This is an optimization exercise on Yosys and OpenROAD, whose aim is small area, a short achievable clock period and few clock cycles per item, not a production implementation. Where RTL was checked, it was by simulation tests only, not by an equivalence proof against the original. The RTL of runs 1 and 2 was laid out without a check of its function.

### design/flow/config.mk
export PLATFORM = sky130hd
export DESIGN_NAME = mult_div_unit
export DESIGN_NICKNAME = mult_div_unit
export VERILOG_FILES = /design/flow/design.v
export SDC_FILE = /design/flow/constraint.sdc
export NUM_CORES = 4
export LEC_CHECK = 0
export CAP_MARGIN = 20
export CORE_MARGIN = 2
export CORE_UTILIZATION = 40
export SETUP_SLACK_MARGIN = 5
export SLEW_MARGIN = 20
export TNS_END_PERCENT = 100
### design/flow/constraint.sdc
create_clock -name core_clock -period 11.0 [get_ports {clk}]
set_input_delay 2.2000 -clock core_clock [delete_from_list [all_inputs] [get_ports {clk}]]
set_output_delay 2.2000 -clock core_clock [all_outputs]
set_load 0.01 [all_outputs]
### design/flow/design.v
package md_pkg;
   localparam int MD_WIDTH = 32;
   localparam logic [1:0] NO_MULT_DIV = 2'b00;
   localparam logic [1:0] MULT        = 2'b01;
   localparam logic [1:0] DIV         = 2'b10;
   typedef enum logic [1:0] {
      ST_IDLE = 2'b00,
      ST_MUL  = 2'b01,
      ST_DIV  = 2'b10,
      ST_FIX  = 2'b11
   } md_state_e;
endpackage
module md_lzc #(
   parameter int WIDTH = 32,
   parameter int CW    = $clog2(WIDTH)
) (
   input  logic [WIDTH-1:0] val_i,
   output logic [CW-1:0]    cnt_o,
   output logic             zero_o
);
   if (WIDTH == 2) begin : g_leaf
      assign zero_o   = ~(val_i[1] | val_i[0]);
      assign cnt_o[0] = ~val_i[1];
   end else begin : g_node
      logic [CW-2:0] cnt_h, cnt_l;
      logic          zero_h, zero_l;
      md_lzc #(.WIDTH(WIDTH / 2)) u_h (
         .val_i  (val_i[WIDTH-1:WIDTH/2]),
         .cnt_o  (cnt_h),
         .zero_o (zero_h)
      );
      md_lzc #(.WIDTH(WIDTH / 2)) u_l (
         .val_i  (val_i[WIDTH/2-1:0]),
         .cnt_o  (cnt_l),
         .zero_o (zero_l)
      );
      assign zero_o = zero_h & zero_l;
      assign cnt_o  = zero_h ? {1'b1, cnt_l} : {1'b0, cnt_h};
   end
endmodule
import md_pkg::*;
module mult_div_unit
#(
   parameter int WIDTH = MD_WIDTH
) (
   input  logic             clk,
   input  logic             rst,
   input  logic             mult_en_e,
   input  logic             div_en_e,
   input  logic             unsigned_instr_e,
   input  logic             hi_write_e,
   input  logic             lo_write_e,
   input  logic [1:0]       hi_src_e,
   input  logic [1:0]       lo_src_e,
   input  logic [WIDTH-1:0] src_a_e,
   input  logic [WIDTH-1:0] src_b_e,
   output logic [WIDTH-1:0] hi_out,
   output logic [WIDTH-1:0] lo_out,
   output logic             busy,
   output logic             done
);
   localparam int AW   = WIDTH + 5;           
   localparam int LW   = $clog2(WIDTH) + 1;   
   localparam int SKIP = 8;                   
   logic             op_mul_q,  op_mul_d;     
   logic             op_mulc_q, op_mulc_d;    
   logic             op_dpre_q, op_dpre_d;    
   logic             op_skip_q, op_skip_d;    
   logic             op_step_q, op_step_d;    
   logic             op_dcor_q, op_dcor_d;    
   logic             op_dnq_q,  op_dnq_d;     
   logic             op_dnr_q,  op_dnr_d;     
   logic [WIDTH-1:0] hi_q, hi_d;
   logic [WIDTH-1:0] lo_q, lo_d;
   logic             busy_q, busy_d;
   logic             done_q, done_d;
   logic [WIDTH:0]   m_q, m_d;         
   logic             ext_q, ext_d;     
   logic [LW-1:0]    cnt_q, cnt_d;     
   logic [LW-1:0]    n_q, n_d;         
   logic             sa_q, sa_d;       
   logic             cf_q, cf_d;       
   logic             negq_q, negq_d;   
   logic             negr_q, negr_d;   
   logic             one0_q, one0_d, two0_q, two0_d, neg0_q, neg0_d;
   logic             one1_q, one1_d, two1_q, two1_d, neg1_q, neg1_d;
   logic             cin_q, cin_d;
   logic             sb;
   assign sb = m_q[WIDTH];
   function automatic logic [2:0] booth(input logic b2, input logic b1, input logic b0);
      booth[0] = b1 ^ b0;
      booth[1] = (b2 & ~b1 & ~b0) | (~b2 & b1 & b0);
      booth[2] = b2 & ~(b1 & b0);
   endfunction
   logic [AW-1:0] add_x, msx, pp0, pp1, op_c, csa_s, csa_c, sum;
   logic          rneg;
   assign msx = {{(AW-WIDTH-1){m_q[WIDTH]}}, m_q};
   always_comb begin
      if (op_step_q)
         add_x = {{(AW-WIDTH-1){ext_q}}, hi_q, lo_q[WIDTH-1]};
      else if (op_dpre_q || op_dnq_q)
         add_x = ~{{(AW-WIDTH){1'b0}}, lo_q};
      else if (op_dnr_q)
         add_x = ~{{(AW-WIDTH){1'b0}}, hi_q};
      else
         add_x = {{(AW-WIDTH){ext_q}}, hi_q};
   end
   assign pp0  = (two0_q ? {msx[AW-2:0], 1'b0} : (one0_q ? msx : '0)) ^ {AW{neg0_q}};
   assign pp1  = (two1_q ? {msx[AW-2:0], 1'b0} : (one1_q ? msx : '0)) ^ {AW{neg1_q}};
   assign op_c = {pp1[AW-3:0], neg1_q, neg1_q};
   assign csa_s = add_x ^ pp0 ^ op_c;
   assign csa_c = {(add_x[AW-2:0] & pp0[AW-2:0]) | (add_x[AW-2:0] & op_c[AW-2:0]) |
                   (pp0[AW-2:0] & op_c[AW-2:0]), neg1_q};
   assign sum   = csa_s + csa_c + AW'(cin_q);
   assign rneg  = sum[AW-1];
   logic [LW-2:0] lzc_a, lzc_b;
   logic          zero_a, zero_b;
   logic [LW-1:0] lz_a, lz_b;
   logic          fast;
   logic          div0;
   logic [LW:0]   nsteps;
   md_lzc #(.WIDTH(WIDTH)) u_lzc_a (
      .val_i  (lo_q ^ {WIDTH{sa_q}}),
      .cnt_o  (lzc_a),
      .zero_o (zero_a)
   );
   md_lzc #(.WIDTH(WIDTH)) u_lzc_b (
      .val_i  (m_q[WIDTH-1:0] ^ {WIDTH{sb}}),
      .cnt_o  (lzc_b),
      .zero_o (zero_b)
   );
   assign lz_a   = zero_a ? LW'(WIDTH) : {1'b0, lzc_a};
   assign lz_b   = zero_b ? (sb ? LW'(WIDTH - 1) : LW'(WIDTH)) : {1'b0, lzc_b};
   assign fast   = ({1'b0, lz_b} + (LW+1)'(sa_q)) < {1'b0, lz_a};
   assign div0   = zero_b & ~sb;
   assign nsteps = div0 ? (LW+1)'(WIDTH) :
                   ({1'b0, lz_b} - {1'b0, lz_a} + (LW+1)'(sa_q) + (LW+1)'(1));
   logic       idle;
   logic [2:0] bd0, bd1;
   assign idle = ~(op_mul_q | op_mulc_q | op_dpre_q | op_skip_q | op_step_q |
                   op_dcor_q | op_dnq_q | op_dnr_q);
   always_comb begin
      op_mul_d  = 1'b0;
      op_mulc_d = 1'b0;
      op_dpre_d = 1'b0;
      op_skip_d = 1'b0;
      op_step_d = 1'b0;
      op_dcor_d = 1'b0;
      op_dnq_d  = 1'b0;
      op_dnr_d  = 1'b0;
      hi_d   = hi_q;
      lo_d   = lo_q;
      busy_d = busy_q;
      done_d = 1'b0;
      m_d    = m_q;
      ext_d  = ext_q;
      cnt_d  = cnt_q;
      n_d    = n_q;
      sa_d   = sa_q;
      cf_d   = cf_q;
      negq_d = negq_q;
      negr_d = negr_q;
      one0_d = 1'b0;
      two0_d = 1'b0;
      neg0_d = 1'b0;
      one1_d = 1'b0;
      two1_d = 1'b0;
      neg1_d = 1'b0;
      cin_d  = 1'b1;
      bd0 = booth(lo_q[5], lo_q[4], lo_q[3]);
      bd1 = booth(lo_q[7], lo_q[6], lo_q[5]);
      if (idle) begin
         if (mult_en_e || div_en_e) begin
            lo_d   = src_a_e;
            hi_d   = '0;
            ext_d  = 1'b0;
            m_d    = {~unsigned_instr_e & src_b_e[WIDTH-1], src_b_e};
            sa_d   = ~unsigned_instr_e & src_a_e[WIDTH-1];
            cf_d   = unsigned_instr_e & src_a_e[WIDTH-1];
            cnt_d  = LW'(WIDTH / 4);
            busy_d = 1'b1;
            if (mult_en_e) begin
               op_mul_d = 1'b1;
               bd0 = booth(src_a_e[1], src_a_e[0], 1'b0);
               bd1 = booth(src_a_e[3], src_a_e[2], src_a_e[1]);
               {neg0_d, two0_d, one0_d} = bd0;
               {neg1_d, two1_d, one1_d} = bd1;
               cin_d = bd0[2];
            end else begin
               op_dpre_d = 1'b1;
            end
         end else begin
            if (hi_write_e && (hi_src_e == NO_MULT_DIV)) hi_d = src_a_e;
            if (lo_write_e && (lo_src_e == NO_MULT_DIV)) lo_d = src_a_e;
         end
      end
      if (op_mul_q) begin
         hi_d  = sum[WIDTH+3:4];
         ext_d = sum[AW-1];
         lo_d  = {sum[3:0], lo_q[WIDTH-1:4]};
         cnt_d = cnt_q - LW'(1);
         if (cnt_q == LW'(1)) begin
            if (cf_q) begin
               op_mulc_d = 1'b1;
               one0_d    = 1'b1;
               cin_d     = 1'b0;
            end else begin
               busy_d = 1'b0;
               done_d = 1'b1;
            end
         end else begin
            op_mul_d = 1'b1;
            {neg0_d, two0_d, one0_d} = bd0;
            {neg1_d, two1_d, one1_d} = bd1;
            cin_d = bd0[2];
         end
      end
      if (op_mulc_q) begin
         hi_d   = sum[WIDTH-1:0];
         busy_d = 1'b0;
         done_d = 1'b1;
      end
      if (op_dpre_q) begin
         negq_d = (sa_q ^ sb) & ~div0;
         negr_d = sa_q;
         n_d    = nsteps[LW-1:0];
         cnt_d  = LW'(WIDTH);
         if (fast) begin
            hi_d   = lo_q;
            lo_d   = '0;
            busy_d = 1'b0;
            done_d = 1'b1;
         end else begin
            if (sa_q) lo_d = sum[WIDTH-1:0];
            if (nsteps <= (LW+1)'(WIDTH - SKIP)) op_skip_d = 1'b1;
            else                                 op_step_d = 1'b1;
            one0_d = 1'b1;
            neg0_d = ~sb;
            cin_d  = ~sb;
         end
      end
      if (op_skip_q) begin
         {hi_d, lo_d} = {hi_q, lo_q} << SKIP;
         cnt_d = cnt_q - LW'(SKIP);
         if ({1'b0, cnt_q} >= ({1'b0, n_q} + (LW+1)'(2 * SKIP))) op_skip_d = 1'b1;
         else                                                   op_step_d = 1'b1;
         one0_d = 1'b1;
         neg0_d = ~sb;
         cin_d  = ~sb;
      end
      if (op_step_q) begin
         hi_d  = sum[WIDTH-1:0];
         ext_d = rneg;
         lo_d  = {lo_q[WIDTH-2:0], ~rneg};
         cnt_d = cnt_q - LW'(1);
         if (cnt_q == LW'(1)) begin
            if (rneg) begin
               op_dcor_d = 1'b1;
               one0_d    = 1'b1;
               neg0_d    = sb;
               cin_d     = sb;
            end else if (negq_q) begin
               op_dnq_d = 1'b1;
            end else if (negr_q) begin
               op_dnr_d = 1'b1;
            end else begin
               busy_d = 1'b0;
               done_d = 1'b1;
            end
         end else begin
            op_step_d = 1'b1;
            one0_d    = 1'b1;
            neg0_d    = ~(sb ^ rneg);
            cin_d     = ~(sb ^ rneg);
         end
      end
      if (op_dcor_q) begin
         hi_d  = sum[WIDTH-1:0];
         ext_d = 1'b0;
         if (negq_q) begin
            op_dnq_d = 1'b1;
         end else if (negr_q) begin
            op_dnr_d = 1'b1;
         end else begin
            busy_d = 1'b0;
            done_d = 1'b1;
         end
      end
      if (op_dnq_q) begin
         lo_d = sum[WIDTH-1:0];
         if (negr_q) begin
            op_dnr_d = 1'b1;
         end else begin
            busy_d = 1'b0;
            done_d = 1'b1;
         end
      end
      if (op_dnr_q) begin
         hi_d   = sum[WIDTH-1:0];
         busy_d = 1'b0;
         done_d = 1'b1;
      end
   end
   always_ff @(posedge clk or posedge rst) begin
      if (rst) begin
         op_mul_q  <= 1'b0;
         op_mulc_q <= 1'b0;
         op_dpre_q <= 1'b0;
         op_skip_q <= 1'b0;
         op_step_q <= 1'b0;
         op_dcor_q <= 1'b0;
         op_dnq_q  <= 1'b0;
         op_dnr_q  <= 1'b0;
         hi_q      <= '0;
         lo_q      <= '0;
         busy_q    <= 1'b0;
         done_q    <= 1'b0;
      end else begin
         op_mul_q  <= op_mul_d;
         op_mulc_q <= op_mulc_d;
         op_dpre_q <= op_dpre_d;
         op_skip_q <= op_skip_d;
         op_step_q <= op_step_d;
         op_dcor_q <= op_dcor_d;
         op_dnq_q  <= op_dnq_d;
         op_dnr_q  <= op_dnr_d;
         hi_q      <= hi_d;
         lo_q      <= lo_d;
         busy_q    <= busy_d;
         done_q    <= done_d;
      end
   end
   always_ff @(posedge clk) begin
      m_q    <= m_d;
      ext_q  <= ext_d;
      cnt_q  <= cnt_d;
      n_q    <= n_d;
      sa_q   <= sa_d;
      cf_q   <= cf_d;
      negq_q <= negq_d;
      negr_q <= negr_d;
      one0_q <= one0_d;
      two0_q <= two0_d;
      neg0_q <= neg0_d;
      one1_q <= one1_d;
      two1_q <= two1_d;
      neg1_q <= neg1_d;
      cin_q  <= cin_d;
   end
   assign hi_out = hi_q;
   assign lo_out = lo_q;
   assign busy   = busy_q;
   assign done   = done_q;
endmodule
### design/flow/run.sh
#!/bin/bash
# synth_recipe.tcl (not shown) runs the flow's synth.tcl, then flattens the netlist and writes it again
# the make line also repeats each setting of config.mk as NAME=value (left out here)
make -C /OpenROAD-flow-scripts/flow DESIGN_CONFIG=/design/flow/config.mk WORK_HOME=/design/flow/orfs CLKGATE_MAP_FILE= SYNTH_SCRIPT=/design/flow/synth_recipe.tcl finish
==> summary.txt, run 1 <==
Status
  – Status: timing/DRC/antenna clean

CTS
  – Worst-path clk slew: 70 ps
  – TritonCTS clock tree: done
  – H-tree levels: 4
  – Worst-case clock buffer depth: 2
  – Clock latency (worst-skew pair): 450 ps
  – CTS buffer count: 17
  – CTS Hold Buffers Added: 0
  – Clk root buf: clkbuf_16
  – Clock sinks: 131

STA
  – Final setup vio count: 0
  – Max frequency: 177 MHz
  – Tmin final: 5660 ps
  – Final Max Tran Viols: 0
  – Slew @ Worst Pin: 1110 ps
  – Setup TNS: 0 ps
  – RSZ-0062 raised after global routing: no
  – Final Hold Viols: 0
  – Final Cycle Share: 51.5%
  – Setup Skew: 13.7 ps
  – Slew headroom: 25.7%
  – WHS: 529 ps

Detailed routing
  – Post-DR wirelength/cell: 25.8 µm
  – DR iter-0 viols: 1,762
  – Initial DRT Pass Iterations: 6
  – # DRC: 0
  – Final ANT Viol Nets: 0
  – Via count: 15,600
  – Via density: 6.46
  – Final wirelength: 62,300 µm

Min path
  – Worst Hold Launch: busy_q$_DFF_PP0_
  – Hold path depth: 2
  – Min-Delay Endpoint: busy_q$_DFF_PP0_
  – Hold crit path type: register to register

Floorplan
  – Initial Util: 40.8%
  – Chip Width: 198 µm
  – Row count: 70
  – Core area: 36,800 µm²
  – IO Count: 141
  – Die area: 39,100 µm²
  – Die H: 198 µm

Worst setup path
  – Required @ worst endpoint: 11,350 ps
  – Worst-path maximum fanout: 47
  – Reg2reg path depth: 21
  – Crit path max-delay cell type: or4_1
  – Levels on crit path: 21
  – Delay-heaviest family, CP: simple AND/OR/NAND/NOR gates
  – CP max stage delay: 550 ps
  – Startpoint Class: register
  – Crit. End Element: register
  – CP most frequent cell: ha_1
  – Reg-to-reg critical path startpoint: m_q[32]$_DFFE_PP_
  – Crit Path Class: register to register
  – Worst endpoint data arrival time: 6010 ps
  – RR Endpoint: hi_q[22]$_DFF_PP0_
  – Reg-to-reg slack, setup: 5340 ps
  – Critical path, cell by cell: buf_6 > or4_1 > o22a_1 > nor2_2 > nand3_1 > a311oi_2 > a21oi_1 > ha_1 > ha_1 > and4_1 > nor4b_2 > ha_1 > a21o_1 > a21oi_1 > nor3b_4 > nand2_1 > o211ai_4 > nand2_2 > nand3_1 > o21ai_0 > a21o_1
  – Combined buffer and inverter count along the critical path: 1

Yosys
  – Post-synthesis cell type count: 92
  – Synthesis Warnings: 1
  – Post-synthesis async set-or-reset flop share: 56.5%
  – Sequential fraction of the synthesis area: 23.2%
  – Syn avg cell area: 7.85 µm²
  – Synthesized net count: 2,090
  – Synth Register Bits: 131
  – Synthesized cell area: 15,000 µm²
  – Post-synth EDFFs: 49
  – Main synth FF type: dfrtp_1
  – Synthesized instance count: 1,910

Global routing
  – GRT Resource Usage Total: 32.0%
  – Number of antenna violations at the first check in global routing: 0
  – First-pass GRT wire length: 93,600 µm
  – Grt ovf: 0
  – Largest net degree at the start of global routing: 90
  – Vias in the first global route: 14,900

Layout
  – Synth-to-Final Area Change: 15.8%
  – Layout cells sized above 1: 7.54%
  – Ant diodes: 0
  – Design area: 17,400 µm²
  – Nets@finish: 2,117

Placed design
  – IO Port Bufs: 140
  – Area after DPL: 16,600 µm²
  – HPWL Detailed: 45,700 µm
  – Placer Congestion: 0.947

Job
  – Max-Cap Viols: 0
cell type report:
| class | count | area, µm² |
|---|---|---|
| well taps | 468 | 586 |
| multi-input cells | 1510 | 10600 |
| inverters | 91 | 343 |
| flip-flops and latches | 131 | 3490 |
| fillers | 3644 | 19400 |
| clock inverters | 9 | 81.3 |
| repair buffers | 186 | 1760 |
| clock buffers | 23 | 533 |
cell usage after synthesis (all sizes together) (20+ instances only):
library cell,number,area [µm²]
a211oi,36,270
a21o,26,195
a21oi,183,916
a221o,25,250
a22oi,80,601
a2bb2oi,21,184
a31oi,20,138
buf,47,228
clkbuf,133,502
dfrtp,74,1850
edfxtp,49,1470
fa,39,781
ha,66,826
inv,91,342
mux2i,51,510
nand2,193,727
nand3,41,205
nor2,128,480
nor3,23,120
o21ai,164,828
xnor2,54,473
xor2,90,788
cell families (layout without fill, tap and decap cells):
kind of cell	after synthesis	after routing	synth area share, %
flip-flops	131	131	23.2
AND/OR/NAND/NOR	506	508	15.9
AO/OA/AOI/OAI	696	696	30.8
adder cells (fa/ha/maj)	105	105	10.7
multiplexers	57	57	3.85
XOR/XNOR	144	144	8.41
buffers and inverters	271	309	7.14
stage by stage:
| stage | cells | worst slack, ps | utilization [%] |
|---|---|---|---|
| floorplan | 1910 | 6010 | - |
| global route | 2418 | 5000 | 47.2 |
| detailed placement | 2375 | 4380 | 45.0 |
| finish | 2418 | 5340 | 47.2 |
| global placement | 2375 | 4460 | 45.0 |
| CTS | 2410 | 4990 | 46.8 |
cells in the final DEF, fill, tap and decap left out, drive strengths merged, types with 21 or more instances in the layout:
| master | instances |
|---|---|
| nor2 | 128 |
| ha | 66 |
| clkdlybuf4s50 | 140 |
| nand3 | 41 |
| fa | 39 |
| nor3 | 23 |
| clkbuf | 23 |
| a221o | 25 |
| a21oi | 183 |
| a22oi | 80 |
| o21ai | 164 |
| xnor2 | 54 |
| mux2i | 51 |
| inv | 95 |
| nand2 | 193 |
| buf | 46 |
| xor2 | 90 |
| edfxtp | 49 |
| a21o | 26 |
| dfrtp | 74 |
| a211oi | 36 |
| a2bb2oi | 21 |
worst reg2reg max path, stage by stage (launching register included):
cell      delay [ps]
edfxtp_1         380
buf_6            230
or4_1            560
o22a_1           260
nor2_2           200
nand3_1          150
a311oi_2         280
a21oi_1          140
ha_1             240
ha_1             250
and4_1           170
nor4b_2          260
ha_1             280
a21o_1           180
a21oi_1          210
nor3b_4          350
nand2_1          150
o211ai_4         350
nand2_2          280
nand3_1          320
o21ai_0          130
a21o_1           190
metal layers:
layer | up-vias | GRT usage, % | share of wire [%]
met5 | - | 0 | 0
met4 | 0 | 10.9 | 3.3
met3 | 122 | 7.53 | 11
met1 | 7537 | 43.1 | 41
li1 | 7018 | - | -
met2 | 934 | 50.1 | 45
worst max-delay path by stage:
stage / start / endpoint / slack [ps]
finish: m_q[32]$_DFFE_PP_ / hi_q[22]$_DFF_PP0_ / 5340
floorplan: m_q[32]$_DFFE_PP_ / hi_q[12]$_DFF_PP0_ / 6010
global placement: m_q[32]$_DFFE_PP_ / hi_q[30]$_DFF_PP0_ / 4460
CTS: m_q[32]$_DFFE_PP_ / hi_q[30]$_DFF_PP0_ / 4990
global route: m_q[32]$_DFFE_PP_ / hi_q[25]$_DFF_PP0_ / 5000
detailed placement: m_q[32]$_DFFE_PP_ / hi_q[22]$_DFF_PP0_ / 4380
timing repair:
action	CTS	global route
cloned	1	1
endpoints found under the hold margin	0	0
buffers inserted	2	7
pin swaps	1	2
setup endpoints to repair	70	68
resized for setup	7	22
registers in the layout, summed over array words and instances, names as in the netlist, 6 cells and up:
signal  flops
lo_q       32
hi_q       32
n_q         6
cnt_q       6
m_q        33
==> run 2: changes to the inputs <==
--- a/design/flow/design.v
+++ b/design/flow/design.v
@@ -70,6 +70,7 @@
    logic             op_dcor_q, op_dcor_d;    
    logic             op_dnq_q,  op_dnq_d;     
    logic             op_dnr_q,  op_dnr_d;     
+   logic             op_fast_q, op_fast_d;    
    logic [WIDTH-1:0] hi_q, hi_d;
    logic [WIDTH-1:0] lo_q, lo_d;
    logic             busy_q, busy_d;
@@ -98,7 +99,7 @@
    always_comb begin
       if (op_step_q)
          add_x = {{(AW-WIDTH-1){ext_q}}, hi_q, lo_q[WIDTH-1]};
-      else if (op_dpre_q || op_dnq_q)
+      else if (op_dpre_q || op_dnq_q || op_fast_q)
          add_x = ~{{(AW-WIDTH){1'b0}}, lo_q};
       else if (op_dnr_q)
          add_x = ~{{(AW-WIDTH){1'b0}}, hi_q};
@@ -138,7 +139,7 @@
    logic       idle;
    logic [2:0] bd0, bd1;
    assign idle = ~(op_mul_q | op_mulc_q | op_dpre_q | op_skip_q | op_step_q |
-                   op_dcor_q | op_dnq_q | op_dnr_q);
+                   op_dcor_q | op_dnq_q | op_dnr_q | op_fast_q);
    always_comb begin
       op_mul_d  = 1'b0;
       op_mulc_d = 1'b0;
@@ -148,6 +149,7 @@
       op_dcor_d = 1'b0;
       op_dnq_d  = 1'b0;
       op_dnr_d  = 1'b0;
+      op_fast_d = 1'b0;
       hi_d   = hi_q;
       lo_d   = lo_q;
       busy_d = busy_q;
@@ -225,13 +227,10 @@
          negr_d = sa_q;
          n_d    = nsteps[LW-1:0];
          cnt_d  = LW'(WIDTH);
+         if (sa_q) lo_d = sum[WIDTH-1:0];
          if (fast) begin
-            hi_d   = lo_q;
-            lo_d   = '0;
-            busy_d = 1'b0;
-            done_d = 1'b1;
+            op_fast_d = 1'b1;
          end else begin
-            if (sa_q) lo_d = sum[WIDTH-1:0];
             if (nsteps <= (LW+1)'(WIDTH - SKIP)) op_skip_d = 1'b1;
             else                                 op_step_d = 1'b1;
             one0_d = 1'b1;
@@ -239,6 +238,12 @@
             cin_d  = ~sb;
          end
       end
+      if (op_fast_q) begin
+         hi_d   = negr_q ? sum[WIDTH-1:0] : lo_q;
+         lo_d   = '0;
+         busy_d = 1'b0;
+         done_d = 1'b1;
+      end
       if (op_skip_q) begin
          {hi_d, lo_d} = {hi_q, lo_q} << SKIP;
          cnt_d = cnt_q - LW'(SKIP);
@@ -311,6 +316,7 @@
          op_dcor_q <= 1'b0;
          op_dnq_q  <= 1'b0;
          op_dnr_q  <= 1'b0;
+         op_fast_q <= 1'b0;
          hi_q      <= '0;
          lo_q      <= '0;
          busy_q    <= 1'b0;
@@ -324,6 +330,7 @@
          op_dcor_q <= op_dcor_d;
          op_dnq_q  <= op_dnq_d;
          op_dnr_q  <= op_dnr_d;
+         op_fast_q <= op_fast_d;
          hi_q      <= hi_d;
          lo_q      <= lo_d;
          busy_q    <= busy_d;
==> design/flow/flow/run.sh (new file) <==
#!/bin/bash
# Layout flow: the standard ORFS flow (standard synthesis, floorplan,
# placement, CTS, routing) with timing repair asked to leave more setup slack
# than the clock period needs, so the achieved period shrinks.  All of make's
# output goes to flow_make.log in the work folder; ORFS keeps each tool's own
# log under orfs/logs.
set -euo pipefail
MARGIN=$(cat flow/setup_margin)
bash standard.sh SETUP_SLACK_MARGIN="$MARGIN" finish > flow_make.log 2>&1
==> design/flow/flow/setup_margin (new file) <==
7
==> design/flow/standard.sh (new file) <==
#!/bin/bash
# synth_recipe.tcl (not shown) runs the flow's synth.tcl, then flattens the netlist and writes it again
# the make line also repeats each setting of config.mk as NAME=value (left out here)
make -C /OpenROAD-flow-scripts/flow DESIGN_CONFIG=/design/flow/config.mk WORK_HOME=/design/flow/orfs CLKGATE_MAP_FILE= SYNTH_SCRIPT=/design/flow/synth_recipe.tcl "${@:-finish}"
--- a/design/flow/config.mk
+++ b/design/flow/config.mk
@@ -8,6 +8,4 @@
 export CAP_MARGIN = 20
 export CORE_MARGIN = 2
 export CORE_UTILIZATION = 40
-export SETUP_SLACK_MARGIN = 5
 export SLEW_MARGIN = 20
-export TNS_END_PERCENT = 100
removed: design/flow/run.sh
==> run 2 against run 1 <==
  * First-iteration DRC count is 21% higher
  * Non-clock buffer count is 151 higher
  * Final area grew 21%
  * Highest routed layer unchanged
==> summary.txt, run 2 <==
Status
  – Status: timing/DRC/antenna clean

Worst setup path
  – Startpoint Class: register
  – Worst-path maximum fanout: 8 (-83%)
  – Critical path, cell by cell: or3_4 > buf_12 > buf_16 > buf_4 > a211oi_2 > a21oi_2 > fa_1 > inv_1 > ha_4 > nand2_1 > or3_4 > buf_6 > a21o_1 > a211oi_4 > a221oi_2 > xor2_2 > buf_4 > a311oi_2 > o21ai_1 > nand2b_1
  – Crit Path Class: register to register
  – Required @ worst endpoint: 11,390 ps (+40 ps)
  – Delay-heaviest family, CP: compound AO/OA/AOI/OAI gates
  – Crit. End Element: register
  – Crit path max-delay cell type: fa_1
  – CP max stage delay: 490 ps (-60 ps)
  – Combined buffer and inverter count along the critical path: 6 (+5)
  – Worst endpoint data arrival time: 5170 ps (-840 ps)

Detailed routing
  – Via count: 16,800 (+7.6%)
  – Final wirelength: 65,300 µm (+4.8%)
  – DR iter-0 viols: 2,137 (+21%)
  – Initial DRT Pass Iterations: 7 (+1)
  – Post-DR wirelength/cell: 25.3 µm (-1.8%)
  – Via density: 6.51 (+0.84%)
  – # DRC: 0 (unchanged)
  – Final ANT Viol Nets: 0 (unchanged)

Yosys
  – Synthesized cell area: 15,000 µm² (-0.12%)
  – Commonest cells post-synth: 231 x nand2_1, 147 x clkbuf_1, 130 x a21oi_1
  – Synthesized net count: 2,099 (+0.43%)
  – Post-synthesis async set-or-reset flop share: 56.8% (+0.33 points)
  – Largest area contributor in the netlist: dfrtp_1
  – Top-count cell post-synth: nand2_1
  – Ranking of synthesized cells by area: dfrtp_1 13%, edfxtp_1 9.8%, nand2_1 5.8%
  – Yosys top cell area share: 12.5% (+0.18 points)
  – Post-synthesis cell type count: 98 (+6.5%)
  – Post-synth EDFFs: 49 (unchanged)
  – Syn avg cell area: 7.81 µm² (-0.59%)
  – Synthesis Warnings: 1 (unchanged)
  – Synthesized instance count: 1,919 (+0.47%)
  – Sequential fraction of the synthesis area: 23.4% (+0.19 points)
  – Main synth FF type: dfrtp_1
  – Synth Register Bits: 132 (+0.76%)

CTS
  – Clock sinks: 132 (+0.76%)
  – TritonCTS clock tree: done
  – Clk root buf: clkbuf_16
  – CTS Hold Buffers Added: 0 (unchanged)
  – H-tree levels: 4 (unchanged)
  – Clock latency (worst-skew pair): 450 ps (about the same)
  – CTS buffer count: 17 (unchanged)
  – Worst-path clk slew: 70 ps (about the same)
  – Worst-case clock buffer depth: 2 (unchanged)

Global routing
  – Vias in the first global route: 16,200 (+8.7%)
  – Grt ovf: 0 (unchanged)
  – Largest net degree at the start of global routing: 94 (+4.4%)
  – Number of antenna violations at the first check in global routing: 0 (unchanged)
  – First-pass GRT wire length: 97,900 µm (+4.6%)
  – GRT Resource Usage Total: 32.9% (+0.99 points)

STA
  – Final Hold Viols: 0 (unchanged)
  – Final Cycle Share: 43.4% (-8.0 points)
  – Slew headroom: 30.9% (+5.3 points)
  – Setup Skew: 16.8 ps (+3.11 ps)
  – Final setup vio count: 0 (unchanged)
  – RSZ-0062 raised after global routing: yes
  – Max frequency: 209 MHz (+18%)
  – Tmin final: 4780 ps (-883 ps)
  – Slew @ Worst Pin: 1030 ps (-86.8 ps)
  – Setup TNS: 0 ps (unchanged)
  – Final Max Tran Viols: 0 (unchanged)
  – WHS: 545 ps (+15.9 ps)

Floorplan
  – Die area: 39,000 µm² (-0.12%)
  – Core area: 36,800 µm² (unchanged)
  – Row count: 70 (unchanged)
  – IO Count: 141 (unchanged)
  – Initial Util: 40.7% (-0.048 points)
  – Die H: 198 µm (about the same)
  – Chip Width: 198 µm (about the same)

Layout
  – Ant diodes: 0 (unchanged)
  – Most common cell after layout, fill and taps aside: nand2_1
  – Max reg flops: 33 (unchanged)
  – Design area: 21,000 µm² (+21%)
  – # fillers: 3,234 (-11%)
  – Layout cells sized above 1: 27.6% (+20 points)
  – Most frequent cells in the layout: 215 x nand2_1, 144 x buf_4, 140 x clkdlybuf4s50_1
  – Synth-to-Final Area Change: 39.9%
  – Largest Register: m_q
  – Nets@finish: 2,280 (+7.7%)
  – Largest registers: m_q x33, hi_q x32, lo_q x32

Placed design
  – IO Port Bufs: 140 (unchanged)
  – Area after DPL: 16,900 µm² (+1.8%)
  – Placer Congestion: 0.965 (+2.0%)
  – HPWL Detailed: 43,800 µm (-4.3%)

Job
  – Max-Cap Viols: 0 (unchanged)

Min path
  – Hold crit path type: register to register
[run 2: cells by family after synthesis]
| kind of cell | synth area share (%) |
|---|---|
| DFF | 23.4 |
| adders and majority gates | 10.7 |
| and+or+nand+nor | 17.0 |
| buffers and inverters | 7.12 |
| xor gates and xnor gates | 8.53 |
| muxes | 3.36 |
| AOI/OAI and AO/OA | 29.9 |
[run 2: worst paths after layout]
kind | from | end | slack [ps] | cells after the start
hold / removal | busy_q$_DFF_PP0_ | busy_q$_DFF_PP0_ | 550 | 2
setup reg to reg | op_fast_q$_DFF_PP0_ | hi_q[29]$_DFFE_PP0P_ | 6220 | 20
max in group asynchronous | rst | op_dpre_q$_DFF_PP0_ | 7620 | 3
setup / recovery | op_fast_q$_DFF_PP0_ | hi_q[29]$_DFFE_PP0P_ | 6220 | 20
hold reg to reg | busy_q$_DFF_PP0_ | busy_q$_DFF_PP0_ | 550 | 2
min in group asynchronous | rst | hi_q[25]$_DFFE_PP0P_ | 2230 | 2
[run 2: final cells by class]
cell class,count,area (µm²),area share (%)
multi-input combinational,1512,12500,59.8
sequential,132,3570,17.0
clock buffer,25,507,2.42
inverter,100,388,1.85
clock inverter,7,45.0,0.215
tap,468,586,2.79
timing repair buffer,337,3340,15.9
[run 2: stage by stage]
stage | cells | utilization, % | setup WS (ps)
CTS | 2555 | 55.4 | 6340
finish | 2581 | 57.0 | 6220
floorplan | 1919 | - | 6380
detailed placement | 2382 | 45.8 | 5610
global placement | 2382 | 45.8 | 5680
global route | 2581 | 57.0 | 6090
[run 2: metal layers]
layer  GRT usage, %  up-vias  routed length, µm
met5              0        -                  0
met4           17.7        0               3810
met3           6.88      254               6620
met2           50.7     1092              28600
met1           43.3     8088              26300
li1               -     7369                  -
[run 2: what timing repair did]
item / CTS / global route
setup endpoints to repair: 91 / 77
pin swaps: 123 / 46
setup buffers: 132 / 26
resized for setup: 375 / 86
gates cloned: 9 / 0
[run 2: worst min-delay path, stage by stage (launching register included)]
cell and delay [ps]:
dfrtp_1 360, nor2_1 50, nor2_1 90
==> run 3: changes to the inputs <==
--- a/design/flow/design.v
+++ b/design/flow/design.v
@@ -10,32 +10,18 @@
       ST_FIX  = 2'b11
    } md_state_e;
 endpackage
-module md_lzc #(
+module md_bitlen #(
    parameter int WIDTH = 32,
-   parameter int CW    = $clog2(WIDTH)
+   parameter int LW    = 6
 ) (
    input  logic [WIDTH-1:0] val_i,
-   output logic [CW-1:0]    cnt_o,
-   output logic             zero_o
+   output logic [LW-1:0]    len_o
 );
-   if (WIDTH == 2) begin : g_leaf
-      assign zero_o   = ~(val_i[1] | val_i[0]);
-      assign cnt_o[0] = ~val_i[1];
-   end else begin : g_node
-      logic [CW-2:0] cnt_h, cnt_l;
-      logic          zero_h, zero_l;
-      md_lzc #(.WIDTH(WIDTH / 2)) u_h (
-         .val_i  (val_i[WIDTH-1:WIDTH/2]),
-         .cnt_o  (cnt_h),
-         .zero_o (zero_h)
-      );
-      md_lzc #(.WIDTH(WIDTH / 2)) u_l (
-         .val_i  (val_i[WIDTH/2-1:0]),
-         .cnt_o  (cnt_l),
-         .zero_o (zero_l)
-      );
-      assign zero_o = zero_h & zero_l;
-      assign cnt_o  = zero_h ? {1'b1, cnt_l} : {1'b0, cnt_h};
+   always_comb begin
+      len_o = '0;
+      for (int i = 0; i < WIDTH; i++) begin
+         if (val_i[i]) len_o = LW'(i + 1);
+      end
    end
 endmodule
 import md_pkg::*;
@@ -70,7 +56,6 @@
    logic             op_dcor_q, op_dcor_d;    
    logic             op_dnq_q,  op_dnq_d;     
    logic             op_dnr_q,  op_dnr_d;     
-   logic             op_fast_q, op_fast_d;    
    logic [WIDTH-1:0] hi_q, hi_d;
    logic [WIDTH-1:0] lo_q, lo_d;
    logic             busy_q, busy_d;
@@ -99,7 +84,7 @@
    always_comb begin
       if (op_step_q)
          add_x = {{(AW-WIDTH-1){ext_q}}, hi_q, lo_q[WIDTH-1]};
-      else if (op_dpre_q || op_dnq_q || op_fast_q)
+      else if (op_dpre_q || op_dnq_q)
          add_x = ~{{(AW-WIDTH){1'b0}}, lo_q};
       else if (op_dnr_q)
          add_x = ~{{(AW-WIDTH){1'b0}}, hi_q};
@@ -114,32 +99,28 @@
                    (pp0[AW-2:0] & op_c[AW-2:0]), neg1_q};
    assign sum   = csa_s + csa_c + AW'(cin_q);
    assign rneg  = sum[AW-1];
-   logic [LW-2:0] lzc_a, lzc_b;
-   logic          zero_a, zero_b;
-   logic [LW-1:0] lz_a, lz_b;
+   logic [LW-1:0] len_a, len_b;
+   logic [LW:0]   la, lb;
    logic          fast;
    logic          div0;
    logic [LW:0]   nsteps;
-   md_lzc #(.WIDTH(WIDTH)) u_lzc_a (
-      .val_i  (lo_q ^ {WIDTH{sa_q}}),
-      .cnt_o  (lzc_a),
-      .zero_o (zero_a)
+   md_bitlen #(.WIDTH(WIDTH), .LW(LW)) u_len_a (
+      .val_i (lo_q ^ {WIDTH{sa_q}}),
+      .len_o (len_a)
    );
-   md_lzc #(.WIDTH(WIDTH)) u_lzc_b (
-      .val_i  (m_q[WIDTH-1:0] ^ {WIDTH{sb}}),
-      .cnt_o  (lzc_b),
-      .zero_o (zero_b)
+   md_bitlen #(.WIDTH(WIDTH), .LW(LW)) u_len_b (
+      .val_i (m_q[WIDTH-1:0] ^ {WIDTH{sb}}),
+      .len_o (len_b)
    );
-   assign lz_a   = zero_a ? LW'(WIDTH) : {1'b0, lzc_a};
-   assign lz_b   = zero_b ? (sb ? LW'(WIDTH - 1) : LW'(WIDTH)) : {1'b0, lzc_b};
-   assign fast   = ({1'b0, lz_b} + (LW+1)'(sa_q)) < {1'b0, lz_a};
-   assign div0   = zero_b & ~sb;
-   assign nsteps = div0 ? (LW+1)'(WIDTH) :
-                   ({1'b0, lz_b} - {1'b0, lz_a} + (LW+1)'(sa_q) + (LW+1)'(1));
+   assign la     = {1'b0, len_a} + (LW+1)'(sa_q);
+   assign lb     = {1'b0, len_b[LW-1:1], len_b[0] | (sb & (len_b == '0))};
+   assign fast   = (la < lb);
+   assign div0   = (len_b == '0) & ~sb;
+   assign nsteps = div0 ? (LW+1)'(WIDTH) : (la - lb + (LW+1)'(1));
    logic       idle;
    logic [2:0] bd0, bd1;
    assign idle = ~(op_mul_q | op_mulc_q | op_dpre_q | op_skip_q | op_step_q |
-                   op_dcor_q | op_dnq_q | op_dnr_q | op_fast_q);
+                   op_dcor_q | op_dnq_q | op_dnr_q);
    always_comb begin
       op_mul_d  = 1'b0;
       op_mulc_d = 1'b0;
@@ -149,7 +130,6 @@
       op_dcor_d = 1'b0;
       op_dnq_d  = 1'b0;
       op_dnr_d  = 1'b0;
-      op_fast_d = 1'b0;
       hi_d   = hi_q;
       lo_d   = lo_q;
       busy_d = busy_q;
@@ -227,10 +207,13 @@
          negr_d = sa_q;
          n_d    = nsteps[LW-1:0];
          cnt_d  = LW'(WIDTH);
-         if (sa_q) lo_d = sum[WIDTH-1:0];
          if (fast) begin
-            op_fast_d = 1'b1;
+            hi_d   = lo_q;
+            lo_d   = '0;
+            busy_d = 1'b0;
+            done_d = 1'b1;
          end else begin
+            if (sa_q) lo_d = sum[WIDTH-1:0];
             if (nsteps <= (LW+1)'(WIDTH - SKIP)) op_skip_d = 1'b1;
             else                                 op_step_d = 1'b1;
             one0_d = 1'b1;
@@ -238,12 +221,6 @@
             cin_d  = ~sb;
          end
       end
-      if (op_fast_q) begin
-         hi_d   = negr_q ? sum[WIDTH-1:0] : lo_q;
-         lo_d   = '0;
-         busy_d = 1'b0;
-         done_d = 1'b1;
-      end
       if (op_skip_q) begin
          {hi_d, lo_d} = {hi_q, lo_q} << SKIP;
          cnt_d = cnt_q - LW'(SKIP);
@@ -316,7 +293,6 @@
          op_dcor_q <= 1'b0;
          op_dnq_q  <= 1'b0;
          op_dnr_q  <= 1'b0;
-         op_fast_q <= 1'b0;
          hi_q      <= '0;
          lo_q      <= '0;
          busy_q    <= 1'b0;
@@ -330,7 +306,6 @@
          op_dcor_q <= op_dcor_d;
          op_dnq_q  <= op_dnq_d;
          op_dnr_q  <= op_dnr_d;
-         op_fast_q <= op_fast_d;
          hi_q      <= hi_d;
          lo_q      <= lo_d;
          busy_q    <= busy_d;
==> design/flow/run.sh (new file) <==
#!/bin/bash
# synth_recipe.tcl (not shown) runs the flow's synth.tcl, then flattens the netlist and writes it again
# the make line also repeats each setting of config.mk as NAME=value (left out here)
make -C /OpenROAD-flow-scripts/flow DESIGN_CONFIG=/design/flow/config.mk WORK_HOME=/design/flow/orfs CLKGATE_MAP_FILE= SYNTH_SCRIPT=/design/flow/synth_recipe.tcl finish
removed: design/flow/flow/run.sh
removed: design/flow/flow/setup_margin
removed: design/flow/standard.sh
==> run 3 against run 2 <==
  * Still clean
  * Critical path depth grew 2
  * Worst setup slack got worse by 1900 ps
  * Flip-flop and latch count fell by 1
  * Utilization fell by 11 points
  * Clock-buffer cell count down 8
  * Non-clock buffer count down 164
==> summary.txt, run 3 <==
Status
  – Status: timing/DRC/antenna clean

Detailed routing
  – Initial DRT Pass Iterations: 8 (+1)
  – Final ANT Viol Nets: 0 (unchanged)
  – Via count: 15,500 (-7.7%)
  – # DRC: 0 (unchanged)
  – DR WL met3: 5360 µm (-19%)
  – Met2 wire length: 26,100 µm (-8.8%)
  – Final wirelength: 59,600 µm (-8.8%)
  – M1 wire length: 25,800 µm (-2.0%)
  – Max Used Layer: met5
  – DR iter-0 viols: 1,718 (-20%)
  – Via density: 6.13 (-5.8%)
  – Post-DR wirelength/cell: 23.6 µm (-6.9%)

Global routing
  – Largest net degree at the start of global routing: 86 (-8.5%)
  – Vias in the first global route: 14,500 (-10%)
  – GRT Resource Usage Total: 30.5% (-2.5 points)
  – Grt ovf: 0 (unchanged)
  – Number of antenna violations at the first check in global routing: 2 (+2)
  – First-pass GRT wire length: 89,500 µm (-8.6%)

Worst setup path
  – Reg2reg path depth: 22 (+10%)
  – Crit Path Class: register to register
  – Required @ worst endpoint: 11,370 ps (-20 ps)
  – Worst endpoint data arrival time: 7030 ps (+1860 ps)
  – Combined buffer and inverter count along the critical path: 3 (-3)
  – CP max stage delay: 930 ps (+440 ps)
  – Crit path max-delay cell type: nor3_1
  – Worst-path maximum fanout: 33 (+25)
  – Levels on crit path: 22 (+10%)
  – Crit. End Element: register
  – Startpoint Class: register
  – Delay-heaviest family, CP: compound AO/OA/AOI/OAI gates
  – CP most frequent cell: buf_4
  – Critical path, cell by cell: buf_4 > or3_1 > nand2_1 > a221o_1 > a221oi_1 > a21oi_1 > o22ai_1 > a32oi_1 > o211ai_1 > o31ai_1 > ha_1 > and3_1 > o311a_1 > ha_1 > o211ai_1 > a21bo_2 > and3_1 > buf_4 > nor3_1 > a31oi_2 > buf_4 > o22ai_1

Yosys
  – Post-synth EDFFs: 49 (unchanged)
  – Synth Register Bits: 131 (-0.76%)
  – Largest area contributor in the netlist: dfrtp_1
  – Syn avg cell area: 7.55 µm² (-3.2%)
  – Synthesis Warnings: 2 (+1)
  – Ranking of synthesized cells by area: dfrtp_1 12%, edfxtp_1 9.8%, nand2_1 6.7%
  – Synthesized net count: 2,175 (+3.6%)
  – Commonest cells post-synth: 268 x nand2_1, 191 x o21ai_0, 148 x clkbuf_1
  – Top-count cell post-synth: nand2_1
  – Synthesized cell area: 15,100 µm² (+0.69%)
  – Sequential fraction of the synthesis area: 23.1% (-0.33 points)
  – Yosys top cell area share: 12.3% (-0.25 points)
  – Post-synthesis async set-or-reset flop share: 56.5% (-0.33 points)
  – Synthesized instance count: 1,997 (+4.1%)
  – Post-synthesis cell type count: 87 (-11%)
  – Main synth FF type: dfrtp_1

Layout
  – Synth-to-Final Area Change: 14.6%
  – Max reg flops: 33 (unchanged)
  – Most frequent cells in the layout: 268 x nand2_1, 191 x o21ai_0, 140 x clkdlybuf4s50_1
  – Most common cell after layout, fill and taps aside: nand2_1
  – Nets@finish: 2,183 (-4.3%)
  – Ant diodes: 0 (unchanged)
  – Largest registers: m_q x33, hi_q x32, lo_q x32
  – Layout cells sized above 1: 5.85% (-22 points)
  – Largest Register: m_q

Floorplan
  – Initial Util: 40.3% (-0.39 points)
  – Core area: 37,400 µm² (+1.7%)
  – Row count: 71 (+1.4%)
  – Die area: 39,300 µm² (+0.68%)
  – IO Count: 141 (unchanged)
  – Chip Width: 198 µm (+0.34%)
  – Die H: 198 µm (+0.34%)

STA
  – RSZ-0062 raised after global routing: no
  – Final Hold Viols: 0 (unchanged)
  – Slew @ Worst Pin: 1160 ps (+133 ps)
  – Final Cycle Share: 60.5% (+17 points)
  – Slew headroom: 22.0% (-9.0 points)
  – Tmin final: 6660 ps (+1880 ps)
  – Setup TNS: 0 ps (unchanged)
  – Final setup margin: 4340 ps (-1880 ps)
  – Setup Skew: 15.9 ps (-0.937 ps)
  – Final setup vio count: 0 (unchanged)
  – Final Max Tran Viols: 0 (unchanged)
  – Max frequency: 150 MHz (-28%)

Job
  – Max-Cap Viols: 0 (unchanged)

CTS
  – Worst-path clk slew: 70 ps (about the same)
  – CTS buffer count: 17 (unchanged)
  – Clock sinks: 131 (-0.76%)
  – Clock latency (worst-skew pair): 460 ps (about the same)
  – Clk root buf: clkbuf_16
  – Worst-case clock buffer depth: 2 (unchanged)
  – CTS Hold Buffers Added: 0 (unchanged)
  – TritonCTS clock tree: done
  – Setup bufs post-CTS: 0 (-100%)
  – # resized after CTS: 0 (-100%)
  – H-tree levels: 4 (unchanged)

Min path
  – Hold path depth: 1 (-1)
  – Hold crit path type: register to register

Placed design
  – Dpl ws: 4430 ps (-1180 ps)
  – Placer Congestion: 0.919 (-4.8%)
  – IO Port Bufs: 140 (unchanged)
  – HPWL Detailed: 43,200 µm (-1.3%)
run 3: logic make-up after synthesis:
kind of cell | Yosys count | synth area share (%)
AOI/OAI and AO/OA | 650 | 27.8
xor gates and xnor gates | 146 | 8.53
adders and majority gates | 103 | 10.5
buffers and inverters | 303 | 7.72
DFF | 131 | 23.1
muxes | 68 | 4.58
other | 1 | 0.0249
and+or+nand+nor | 595 | 17.8
run 3: worst paths after layout:
path	startpoint	to	slack [ps]
max	sa_q$_DFFE_PP_	lo_q[31]$_DFF_PP0_	4340
min	negq_q$_DFFE_PP_	op_dnq_q$_DFF_PP0_	580
max reg2reg	sa_q$_DFFE_PP_	lo_q[31]$_DFF_PP0_	4340
min reg2reg	negq_q$_DFFE_PP_	op_dnq_q$_DFF_PP0_	580
max in group asynchronous	rst	op_dnr_q$_DFF_PP0_	7780
min in group asynchronous	rst	lo_q[5]$_DFF_PP0_	2090
run 3: layout make-up:
cell class / count / area (µm²)
clock buffers: 17 / 425
clock inverters: 15 / 155
fillers: 3726 / 20100
inverters: 119 / 448
multi-input cells: 1563 / 10500
flip-flops and latches: 131 / 3500
well taps: 511 / 639
repair buffers: 173 / 1650
run 3: through the flow:
step                utilization, %  instances  hold slack [ps]  area (µm²)
finish                        46.2       2529              581       17300
CTS                           46.2       2529              584       17300
floorplan                        -       1997              511       15100
global route                  46.2       2529              609       17300
global placement              44.6       2496              566       16700
detailed placement            44.7       2497              566       16700
run 3: routing by layer:
metal | up-vias | track usage, %
met5 | - | 0
met4 | 2 | 13.7
met3 | 138 | 4.75
met2 | 843 | 46.8
met1 | 7394 | 42.0
li1 | 7135 | -
run 3: worst register-to-register path, cell delays in order, from the launching register on:
cell      delay (ps)
edfxtp_1         810
buf_4            430
or3_1            180
nand2_1           60
a221o_1          310
a221oi_1         250
a21oi_1           70
o22ai_1          150
a32oi_1          200
o211ai_1         210
o31ai_1          110
ha_1             260
and3_1           160
o311a_1          310
ha_1             310
o211ai_1          90
a21bo_2          240
and3_1           180
buf_4            270
nor3_1           940
a31oi_2          470
buf_4            370
o22ai_1          200
Testbench counts of run 3, summed over its fixed seeds: cycles 24,854, ops 2,400.

[afterwards: timing with drivers on the ports]
No port has a modelled driver above. Below, the same layouts with a new extraction and two added sets of constraints.
Step 1 sets driving cells, clkbuf_16 on the clock port and buf_2 on the other inputs (assumed; they add their load-dependent delay and slew).
Step 2 times the ports against the registers' clock, not the clock port: input delays grow and output delays shrink by t, the midpoint of the rising clock arrivals with the driver on.
Slacks: no drivers / after step 1 / after step 2; pairs: no drivers / after step 1.
| run | t, ns | setup WS [ns] | worst hold slack (ns) | worst setup path after step 2 | slew at the worst register clock pin (ns) |
|---|---|---|---|---|---|
| run 1 | 0.498 | 5.339 / 5.339 / 5.339 | 0.529 / 0.529 / 0.529 | register to register | 0.07 / 0.07 |
| run 2 | 0.498 | 6.222 / 6.222 / 6.145 | 0.545 / 0.545 / 0.545 | input to register | 0.07 / 0.07 |
| run 3 | 0.505 | 4.341 / 4.341 / 4.341 | 0.581 / 0.581 / 0.581 | register to register | 0.07 / 0.07 |
After both steps setup and hold are still met in every run listed. For run 2, which loses most, drivers alone change the setup slack by 0.000 ns; drivers and shift together by -0.077 ns.
